This design comes from an exercise in tuning for small area on the open sky130 flow, not from production work.
RTL that was checked went through simulation tests only; none was proved equivalent to the original.

==> inputs of run a <==
==> flow/design.v <==
package stdp_pkg;
  localparam int HIST_LEN  = 16;  
  localparam int MAX_DT    = 12;  
  localparam int SYN_IDX_W = 4;   
  localparam int WEIGHT_W  = 16;
  localparam int DT_W      = $clog2(MAX_DT + 1);
  localparam logic [3:0] AGE_NONE = 4'd6;  
  typedef logic [HIST_LEN-1:0]  hist_t;     
  typedef logic [SYN_IDX_W-1:0] syn_idx_t;
  typedef logic [DT_W-1:0]      dt_t;       
  typedef logic [7:0]           prob_t;     
  typedef logic [WEIGHT_W-1:0]  weight_t;   
endpackage
`timescale 1ns/1ps
module spike_history #(
  parameter int N_SYN = 16
) (
  input  logic               clock,
  input  logic               rst,
  input  logic               shift,      
  input  logic               post_spike,
  input  logic [N_SYN-1:0]   pre_spike,
  input  stdp_pkg::syn_idx_t syn_sel,
  output logic [3:0]         post_age,
  output logic [3:0]         pre_age
);
  logic [3:0] post_q;
  logic [3:0] pre_q [N_SYN];
  function automatic logic [3:0] age_next(input logic [3:0] a, input logic s);
    if (s)
      age_next = 4'd0;
    else
      age_next = {~a[1], ~(a[0] ^ a[3]), a[2], ~a[0] & ~(a[1] & a[2])};
  endfunction
  always_ff @(posedge clock)
  begin
    if (rst)
    begin
      post_q <= stdp_pkg::AGE_NONE;
      for (int i = 0; i < N_SYN; i++)
      begin
        pre_q[i] <= stdp_pkg::AGE_NONE;
      end
    end
    else if (shift)
    begin
      post_q <= age_next(post_q, post_spike);
      for (int i = 0; i < N_SYN; i++)
      begin
        pre_q[i] <= age_next(pre_q[i], pre_spike[i]);
      end
    end
  end
  assign post_age = post_q;
  assign pre_age  = pre_q[syn_sel];
endmodule
`timescale 1ns/1ps
module spike_timing (
  input  logic       [3:0] post_age,
  input  logic       [3:0] pre_age,
  output logic             pair_any,   
  output logic             pair_ltd,   
  output stdp_pkg::dt_t    pair_dt     
);
  logic post_new;
  logic pre_new;
  logic [3:0] srch;  
  assign post_new = (post_age == 4'd0);
  assign pre_new  = (pre_age == 4'd0);
  assign pair_any = post_new | pre_new;
  assign pair_ltd = ~post_new & pre_new;
  assign srch     = post_new ? pre_age : post_age;
  always_comb
  begin
    case (srch)
      4'd0:    pair_dt = 4'd0;
      4'd13:   pair_dt = 4'd1;
      4'd14:   pair_dt = 4'd2;
      4'd2:    pair_dt = 4'd3;
      4'd5:    pair_dt = 4'd4;
      4'd10:   pair_dt = 4'd5;
      4'd1:    pair_dt = 4'd6;
      4'd8:    pair_dt = 4'd7;
      4'd9:    pair_dt = 4'd8;
      4'd12:   pair_dt = 4'd9;
      4'd11:   pair_dt = 4'd10;
      4'd4:    pair_dt = 4'd11;
      4'd15:   pair_dt = 4'd12;
      default: pair_dt = 4'd15;  
    endcase
  end
endmodule
`timescale 1ns/1ps
module plasticity_decision #(
  parameter logic [7:0] LFSR_SEED = 8'hFF  
) (
  input  logic                clock,
  input  logic                rst,
  input  logic                learn,
  input  stdp_pkg::syn_idx_t  syn_sel,
  input  logic                pair_any,
  input  logic                pair_ltd,
  input  stdp_pkg::dt_t       pair_dt,
  output logic                upd_valid,  
  output logic                upd_fire,   
  output logic                upd_up,     
  output stdp_pkg::syn_idx_t  upd_index
);
  logic [7:0]         lfsr_q;
  logic [7:0]         lfsr_n;
  stdp_pkg::prob_t    ltp_prob;
  stdp_pkg::prob_t    ltd_prob;
  stdp_pkg::prob_t    prob;
  logic               hit;
  logic               p_valid;
  logic               p_hit;
  logic               p_up;
  stdp_pkg::syn_idx_t p_index;
  assign lfsr_n = {lfsr_q[6:0], lfsr_q[0] ^ lfsr_q[2] ^ lfsr_q[3] ^ lfsr_q[5]};
  always_ff @(posedge clock)
  begin
    if (rst)
      lfsr_q <= LFSR_SEED;
    else
      lfsr_q <= lfsr_n;
  end
  always_comb
  begin
    case (pair_dt)
      4'd1:    ltp_prob = 8'd255;
      4'd2:    ltp_prob = 8'd199;
      4'd3:    ltp_prob = 8'd155;
      4'd4:    ltp_prob = 8'd120;
      4'd5:    ltp_prob = 8'd94;
      4'd6:    ltp_prob = 8'd73;
      4'd7:    ltp_prob = 8'd57;
      4'd8:    ltp_prob = 8'd44;
      4'd9:    ltp_prob = 8'd35;
      4'd10:   ltp_prob = 8'd27;
      4'd11:   ltp_prob = 8'd21;
      4'd12:   ltp_prob = 8'd16;
      default: ltp_prob = 8'd0;
    endcase
  end
  always_comb
  begin
    case (pair_dt)
      4'd1:    ltd_prob = 8'd255;
      4'd2:    ltd_prob = 8'd225;
      4'd3:    ltd_prob = 8'd199;
      4'd4:    ltd_prob = 8'd175;
      4'd5:    ltd_prob = 8'd155;
      4'd6:    ltd_prob = 8'd136;
      4'd7:    ltd_prob = 8'd120;
      4'd8:    ltd_prob = 8'd106;
      4'd9:    ltd_prob = 8'd94;
      4'd10:   ltd_prob = 8'd83;
      4'd11:   ltd_prob = 8'd73;
      4'd12:   ltd_prob = 8'd64;
      default: ltd_prob = 8'd0;
    endcase
  end
  assign prob = pair_ltd ? ltd_prob : ltp_prob;
  logic gt;
  always_comb
  begin
    gt = 1'b0;
    for (int k = 0; k < 8; k++)
    begin
      gt = (prob[k] & ~lfsr_n[k]) | (~(prob[k] ^ lfsr_n[k]) & gt);
    end
  end
  assign hit  = learn & pair_any & gt;
  always_ff @(posedge clock)
  begin
    if (rst)
    begin
      p_valid   <= 1'b0;
      p_hit     <= 1'b0;
      upd_valid <= 1'b0;
      upd_fire  <= 1'b0;
    end
    else
    begin
      p_valid   <= learn;
      p_hit     <= hit;
      upd_valid <= p_valid;
      upd_fire  <= p_hit;
    end
  end
  always_ff @(posedge clock)
  begin
    p_up      <= ~pair_ltd;
    p_index   <= syn_sel;
    upd_up    <= p_up;
    upd_index <= p_index;
  end
endmodule
`timescale 1ns/1ps
module weight_store #(
  parameter int          N_SYN       = 16,
  parameter logic [15:0] INIT_WEIGHT = 16'd2
) (
  input  logic               clock,
  input  logic               rst,
  input  logic               upd_fire,
  input  logic               upd_up,
  input  stdp_pkg::syn_idx_t upd_index,
  input  stdp_pkg::syn_idx_t rd_sel,
  output stdp_pkg::weight_t  rd_weight
);
  stdp_pkg::weight_t mem [N_SYN];
  stdp_pkg::weight_t cur;    
  stdp_pkg::weight_t wdata;  
  logic              sat;    
  logic [N_SYN-1:0]  we;
  logic [N_SYN-1:0] upd_oh;  
  logic [N_SYN-1:0] rd_oh;   
  always_comb
  begin
    cur       = '0;
    rd_weight = '0;
    for (int i = 0; i < N_SYN; i++)
    begin
      upd_oh[i] = (upd_index == i);
      rd_oh[i]  = (rd_sel == i);
      cur       = cur | (mem[i] & {16{upd_oh[i]}});
      rd_weight = rd_weight | (mem[i] & {16{rd_oh[i]}});
    end
  end
  logic [16:0] carry;
  always_comb
  begin
    carry[0] = 1'b1;
    for (int k = 0; k < 16; k++)
    begin
      carry[k+1] = carry[k] & ~(cur[k] ^ upd_up);
    end
  end
  assign sat   = carry[16];  
  assign wdata = rst ? INIT_WEIGHT : (cur ^ carry[15:0]);
  always_comb
  begin
    for (int i = 0; i < N_SYN; i++)
    begin
      we[i] = rst | (upd_fire & ~sat & upd_oh[i]);
    end
  end
  always_ff @(posedge clock)
  begin
    for (int i = 0; i < N_SYN; i++)
    begin
      if (we[i])
        mem[i] <= wdata;
    end
  end
endmodule
`timescale 1ns/1ps
module stdp_synapse_top #(
  parameter int          N_SYN       = 16,     
  parameter logic [15:0] INIT_WEIGHT = 16'd2,
  parameter logic [7:0]  LFSR_SEED   = 8'hFF
) (
  input  logic               clock,
  input  logic               rst,
  input  logic               shift,
  input  logic               post_spike,
  input  logic               learn,
  input  logic [N_SYN-1:0]   pre_spike,
  input  stdp_pkg::syn_idx_t syn_sel,
  input  stdp_pkg::syn_idx_t rd_sel,
  output stdp_pkg::weight_t  rd_weight,
  output logic               upd_valid,
  output logic               upd_fire,
  output logic               upd_up
);
  logic [3:0]         post_age;
  logic [3:0]         pre_age;
  logic               pair_any;
  logic               pair_ltd;
  stdp_pkg::dt_t      pair_dt;
  stdp_pkg::syn_idx_t upd_index;
  spike_history #(
    .N_SYN (N_SYN)
  ) hist0 (
    .clock      (clock),
    .rst        (rst),
    .shift      (shift),
    .post_spike (post_spike),
    .pre_spike  (pre_spike),
    .syn_sel    (syn_sel),
    .post_age   (post_age),
    .pre_age    (pre_age)
  );
  spike_timing timing0 (
    .post_age (post_age),
    .pre_age  (pre_age),
    .pair_any (pair_any),
    .pair_ltd (pair_ltd),
    .pair_dt  (pair_dt)
  );
  plasticity_decision #(
    .LFSR_SEED (LFSR_SEED)
  ) decide0 (
    .clock     (clock),
    .rst       (rst),
    .learn     (learn),
    .syn_sel   (syn_sel),
    .pair_any  (pair_any),
    .pair_ltd  (pair_ltd),
    .pair_dt   (pair_dt),
    .upd_valid (upd_valid),
    .upd_fire  (upd_fire),
    .upd_up    (upd_up),
    .upd_index (upd_index)
  );
  weight_store #(
    .N_SYN       (N_SYN),
    .INIT_WEIGHT (INIT_WEIGHT)
  ) store0 (
    .clock     (clock),
    .rst       (rst),
    .upd_fire  (upd_fire),
    .upd_up    (upd_up),
    .upd_index (upd_index),
    .rd_sel    (rd_sel),
    .rd_weight (rd_weight)
  );
endmodule
==> flow/run.sh <==
#!/bin/bash
# synth_recipe.tcl (not shown) runs the flow's synth.tcl, then flattens the netlist and writes it again
# the make line also repeats each setting of config.mk as NAME=value (left out here)
make -C /OpenROAD-flow-scripts/flow DESIGN_CONFIG=/design/flow/config.mk WORK_HOME=/design/flow/orfs CLKGATE_MAP_FILE= SYNTH_SCRIPT=/design/flow/synth_recipe.tcl finish
==> flow/config.mk <==
export PLATFORM = sky130hd
export DESIGN_NAME = stdp_synapse_top
export DESIGN_NICKNAME = stdp_synapse_top
export VERILOG_FILES = /design/flow/design.v
export SDC_FILE = /design/flow/constraint.sdc
export NUM_CORES = 4
export LEC_CHECK = 0
export ABC_AREA = 1
export CAP_MARGIN = 20
export CORE_MARGIN = 2
export CORE_UTILIZATION = 40
export CTS_BUF_LIST = sky130_fd_sc_hd__clkbuf_8
export SLEW_MARGIN = 20
==> flow/constraint.sdc <==
create_clock -name core_clock -period 7.0 [get_ports {clock}]
set_input_delay 1.4000 -clock core_clock [delete_from_list [all_inputs] [get_ports {clock}]]
set_output_delay 1.4000 -clock core_clock [all_outputs]
set_load 0.01 [all_outputs]
==> inputs of run b, as changes to run a <==
--- a/flow/design.v
+++ b/flow/design.v
@@ -105,5 +105,5 @@
   output logic                upd_fire,   
   output logic                upd_up,     
-  output stdp_pkg::syn_idx_t  upd_index
+  output logic [15:0]         upd_onehot  
 );
   logic [7:0]         lfsr_q;
@@ -194,5 +194,5 @@
     p_index   <= syn_sel;
     upd_up    <= p_up;
-    upd_index <= p_index;
+    upd_onehot <= 16'd1 << p_index;
   end
 endmodule
@@ -206,5 +206,5 @@
   input  logic               upd_fire,
   input  logic               upd_up,
-  input  stdp_pkg::syn_idx_t upd_index,
+  input  logic [N_SYN-1:0]   upd_onehot,
   input  stdp_pkg::syn_idx_t rd_sel,
   output stdp_pkg::weight_t  rd_weight
@@ -215,5 +215,4 @@
   logic              sat;    
   logic [N_SYN-1:0]  we;
-  logic [N_SYN-1:0] upd_oh;  
   logic [N_SYN-1:0] rd_oh;   
   always_comb
@@ -223,7 +222,6 @@
     for (int i = 0; i < N_SYN; i++)
     begin
-      upd_oh[i] = (upd_index == i);
       rd_oh[i]  = (rd_sel == i);
-      cur       = cur | (mem[i] & {16{upd_oh[i]}});
+      cur       = cur | (mem[i] & {16{upd_onehot[i]}});
       rd_weight = rd_weight | (mem[i] & {16{rd_oh[i]}});
     end
@@ -244,5 +242,5 @@
     for (int i = 0; i < N_SYN; i++)
     begin
-      we[i] = rst | (upd_fire & ~sat & upd_oh[i]);
+      we[i] = rst | (upd_fire & ~sat & upd_onehot[i]);
     end
   end
@@ -280,5 +278,5 @@
   logic               pair_ltd;
   stdp_pkg::dt_t      pair_dt;
-  stdp_pkg::syn_idx_t upd_index;
+  logic [15:0]        upd_onehot;
   spike_history #(
     .N_SYN (N_SYN)
@@ -313,5 +311,5 @@
     .upd_fire  (upd_fire),
     .upd_up    (upd_up),
-    .upd_index (upd_index)
+    .upd_onehot (upd_onehot)
   );
   weight_store #(
@@ -323,5 +321,5 @@
     .upd_fire  (upd_fire),
     .upd_up    (upd_up),
-    .upd_index (upd_index),
+    .upd_onehot (upd_onehot),
     .rd_sel    (rd_sel),
     .rd_weight (rd_weight)
==> flow/flow/run.sh (new file) <==
#!/bin/bash
# Layout: the standard flow (standard.sh), with two changes passed to ORFS
# through its own variables:
#  - clock tree: no dummy loads, and leaf clusters sized for this design
#  - port buffers: the smallest buffer cell instead of the resizer's pick
# Each tool's output stays in ORFS's own logs (orfs/logs/...); the make output
# of the whole run goes to standard.log.
set -euo pipefail
HERE="$(cd "$(dirname "${BASH_SOURCE[0]}")" && pwd)"
source "$HERE/knobs.sh"
export CTS_ARGS
export BUFFER_PORTS_ARGS
bash standard.sh > standard.log 2>&1
==> flow/flow/knobs.sh (new file) <==
CTS_ARGS="-sink_clustering_enable -repair_clock_nets -dont_use_dummy_load -buf_list sky130_fd_sc_hd__clkbuf_8 -sink_clustering_size 12 -sink_clustering_max_diameter 60"
BUFFER_PORTS_ARGS="-buffer_cell sky130_fd_sc_hd__buf_1"
==> flow/standard.sh (new file) <==
#!/bin/bash
# synth_recipe.tcl (not shown) runs the flow's synth.tcl, then flattens the netlist and writes it again
# the make line also repeats each setting of config.mk as NAME=value (left out here)
make -C /OpenROAD-flow-scripts/flow DESIGN_CONFIG=/design/flow/config.mk WORK_HOME=/design/flow/orfs CLKGATE_MAP_FILE= SYNTH_SCRIPT=/design/flow/synth_recipe.tcl "${@:-finish}"
- ABC_AREA: 1 -> default
- CTS_BUF_LIST: sky130_fd_sc_hd__clkbuf_8 -> default
removed: flow/run.sh
==> results_dict.tcl <==
set metrics [dict create \
    outcome "timing/DRC/antenna clean" \
    synthTopCellsByCount "edfxtp_1, a221oi_1, a22o_1, dfxtp_1, nor2_1" \
    nets 1415 \
    dr.max_layer_used "met5" \
    met3_length_um 6500 \
    crit_path_frequent_cell "ha_1" \
    pg_seq_w 0.00262 \
]
-- figures above: run b

==> results_dict.tcl <==
set metrics [dict create \
    outcome "timing/DRC/antenna clean" \
    core_um2 40800 \
    crit_path_frequent_cell "a21oi_1" \
    pg_seq_w 0.00253 \
    dr.max_layer_used "met4" \
    met3_length_um 6860 \
    nets 1918 \
    fin_crit_ns 6.26 \
    synthTopCellsByCount "nand2_1, edfxtp_1, inv_1, nor2_1, o21ai_0" \
]
-- figures above: run a

For run a, only the layout was checked, not whether the RTL still works.

what the ideal ports hide:
The results above use ideal ports. As a check the final layouts listed here were re-extracted and re-timed, cells and wires unchanged. Step 1 sets driving cells, clkbuf_16 on the clock port and buf_2 on the other inputs (assumed; they add their load-dependent delay and slew). Step 2 adds t to the input delays and takes it off the output delays; t is the mean of the earliest and latest rising clock arrival at the registers after step 1. Input paths then give back, and output paths get back, about the clock's delay inside the block. Slacks: ideal ports / drivers / drivers and shift; pairs: ideal ports / drivers.
| run | t (ns) | setup WS [ns] | worst data-port slew with drivers (ns) | cell pins on the clock port's net |
|---|---|---|---|---|
| run a | 0.700 | 0.736 / 0.710 / 0.695 | 0.06 | 1 |
| run b | 0.646 | 0.963 / 0.963 / 0.317 | 0.06 | 1 |
After both steps every run listed still meets setup and hold. The setup slack of run b, which loses most, moves by 0.000 ns with the drivers and by -0.646 ns with both steps.
